This design comes from an exercise in tuning for small area on the open sky130 flow, not from production work.
In this exercise RTL edits were held to simulation tests only and were not proved equivalent to the original.

// fpdiv_frac
module fpdiv_frac
(
	input  logic        clk,
	input  logic        rst_n,
	input  logic        start_valid_i,
	output logic        start_ready_o,
	input  logic        flush_i,
	input  logic [1:0]  fp_format_i,
	input  logic [52:0] a_frac_i,
	input  logic [52:0] b_frac_i,
	output logic        finish_valid_o,
	input  logic        finish_ready_i,
	output logic [54:0] fpdiv_frac_o
);
	localparam logic [1:0] ST_IDLE  = 2'b00;
	localparam logic [1:0] ST_FIRST = 2'b01;
	localparam logic [1:0] ST_SKIP  = 2'b10;
	localparam logic [1:0] ST_RUN   = 2'b11;
	logic [1:0]  state_q;
	logic [1:0]  state_d;
	logic [53:0] rem_q;     
	logic [52:0] div_q;     
	logic [54:0] quo_q;     
	logic        idle;
	logic        skip;
	logic        run;
	logic        sub;
	logic        lead;
	logic        shift;
	logic [52:0] fmask;
	logic [53:0] opb;
	logic [54:0] carry;
	logic [53:0] sum;
	assign idle = (state_q == ST_IDLE);
	assign skip = (state_q == ST_SKIP);
	assign run  = (state_q == ST_RUN);
	assign fmask = {{29{fp_format_i[1]}}, {13{fp_format_i != 2'd0}}, 11'h7ff};
	always_comb begin
		if (div_q[52])      lead = quo_q[54];
		else if (div_q[23]) lead = quo_q[24];
		else                lead = quo_q[12];
	end
	assign sub = quo_q[0] & !skip;
	assign opb = {sub, div_q ^ {53{sub}}};
	logic [53:0] x;
	logic [53:0] y;
	assign x = rem_q;
	assign y = opb;
	assign carry[0] = sub;
	logic [53:0] s0;
	assign sum[0] = x[0] ^ y[0] ^ carry[0];
	assign carry[1] = (x[0] & y[0]) | (carry[0] & (x[0] ^ y[0]));
	assign sum[1] = x[1] ^ y[1] ^ carry[1];
	assign carry[2] = (x[1] & y[1]) | (carry[1] & (x[1] ^ y[1]));
	assign sum[2] = x[2] ^ y[2] ^ carry[2];
	assign carry[3] = (x[2] & y[2]) | (carry[2] & (x[2] ^ y[2]));
	assign sum[3] = x[3] ^ y[3] ^ carry[3];
	assign carry[4] = (x[3] & y[3]) | (carry[3] & (x[3] ^ y[3]));
	assign sum[4] = x[4] ^ y[4] ^ carry[4];
	assign carry[5] = (x[4] & y[4]) | (carry[4] & (x[4] ^ y[4]));
	assign sum[5] = x[5] ^ y[5] ^ carry[5];
	assign carry[6] = (x[5] & y[5]) | (carry[5] & (x[5] ^ y[5]));
	logic [6:0] c0_1, ci_1;
	assign c0_1[0] = 1'b0;
	assign ci_1[0] = carry[6];
	assign s0[6] = x[6] ^ y[6] ^ c0_1[0];
  ...
Size in the first run: ~840 cells after synthesis, roughly 160 flip-flops, ~170 I/O pins, about 0.0079 sq mm of cells after synthesis.
export LEC_CHECK = 0
export ABC_AREA = 1
export CAP_MARGIN = 20
export CORE_MARGIN = 2
export CORE_UTILIZATION = 40
export CTS_BUF_LIST = sky130_fd_sc_hd__clkbuf_8 sky130_fd_sc_hd__clkbuf_16
export CTS_CLUSTER_DIAMETER = 200
export CTS_CLUSTER_SIZE = 40
export PLACE_DENSITY = 0.6
export SLEW_MARGIN = 20
create_clock -name core_clock -period 11.0 [get_ports {clk}]
standard.sh (not shown) runs the stock make flow with config.mk's settings and CLKGATE_MAP_FILE= SYNTH_SCRIPT=/design/flow/synth_recipe.tcl, a recipe that flattens the netlist after the stock synthesis.
==> flow/flow/run.sh <==
#!/bin/bash
# The standard layout (standard.sh) unchanged, except that the port buffers
# that buffer_ports inserts are buf_1 cells.
set -euo pipefail
export BUFFER_PORTS_ARGS="-buffer_cell sky130_fd_sc_hd__buf_1"
bash standard.sh > flow_standard.log 2>&1
The starting point produced a clean layout.
Next try:
- CTS_BUF_LIST: sky130_fd_sc_hd__clkbuf_8 sky130_fd_sc_hd__clkbuf_16 -> sky130_fd_sc_hd__clkbuf_8
- CTS_CLUSTER_DIAMETER: 200 -> 150
- CTS_CLUSTER_SIZE: 40 -> 30
Result: Cell count does not change; worst hold slack is better by 0.0051 ns; clock-buffer cell count is unchanged.
Next try:
- CTS_BUF_LIST: sky130_fd_sc_hd__clkbuf_8 -> sky130_fd_sc_hd__clkbuf_4 sky130_fd_sc_hd__clkbuf_8
- CTS_CLUSTER_DIAMETER: 150 -> not set
- CTS_CLUSTER_SIZE: 30 -> not set
Result: Maximum frequency stays the same. Clock skew stays the same. Area after synthesis is unchanged. Non-clock buffer count stays the same. Clock-buffer cell count is unchanged. Worst hold slack is unchanged. Global-route usage does not change. Setup slack stays the same. Die area stays the same.
Next try:
- CTS_BUF_LIST: sky130_fd_sc_hd__clkbuf_4 sky130_fd_sc_hd__clkbuf_8 -> sky130_fd_sc_hd__clkbuf_16
- CTS_CLUSTER_DIAMETER: not set -> 200
- CTS_CLUSTER_SIZE: not set -> 50
After rerunning: Synthesized area does not change; design area went up by 2.1%; wire length barely changes; register-to-register slack hardly moves; global-route usage stays flat; first-iteration DRC count went down by 16%; worst setup slack is better by 0.010 ns; clock-buffer cell count does not change.

## what the ideal ports hide
In the flow no input, the clock included, has a driving cell. The finished layouts below were timed again as built, in two steps.
Step 1 (the two cells are an assumption about what drives the block):
set clk [get_ports {clk}]
set_driving_cell -lib_cell sky130_fd_sc_hd__clkbuf_16 $clk
set_driving_cell -lib_cell sky130_fd_sc_hd__buf_2 [delete_from_list [all_inputs] $clk]
Step 2 also shifts input and output timing later by t, the mid clock arrival at the registers, as if the neighbouring blocks saw the same clock.
a / b / c = ideal ports / drivers / drivers and shift; a / b = the first two.
| run | t, ns | slack for setup (ns) | worst register clock-pin slew, ns | worst data-port slew with drivers (ns) |
|---|---|---|---|---|
| the first run | 0.468 | 4.012 / 4.012 / 4.012 | 0.08 / 0.08 | 0.08 |
| the second run | 0.501 | 4.002 / 4.002 / 4.002 | 0.11 / 0.11 | 0.08 |
| the third run | 0.501 | 4.002 / 4.002 / 4.002 | 0.11 / 0.11 | 0.08 |
| the fourth run | 0.468 | 4.012 / 4.012 / 4.012 | 0.08 / 0.08 | 0.08 |
After both steps setup and hold are still met in every run listed.
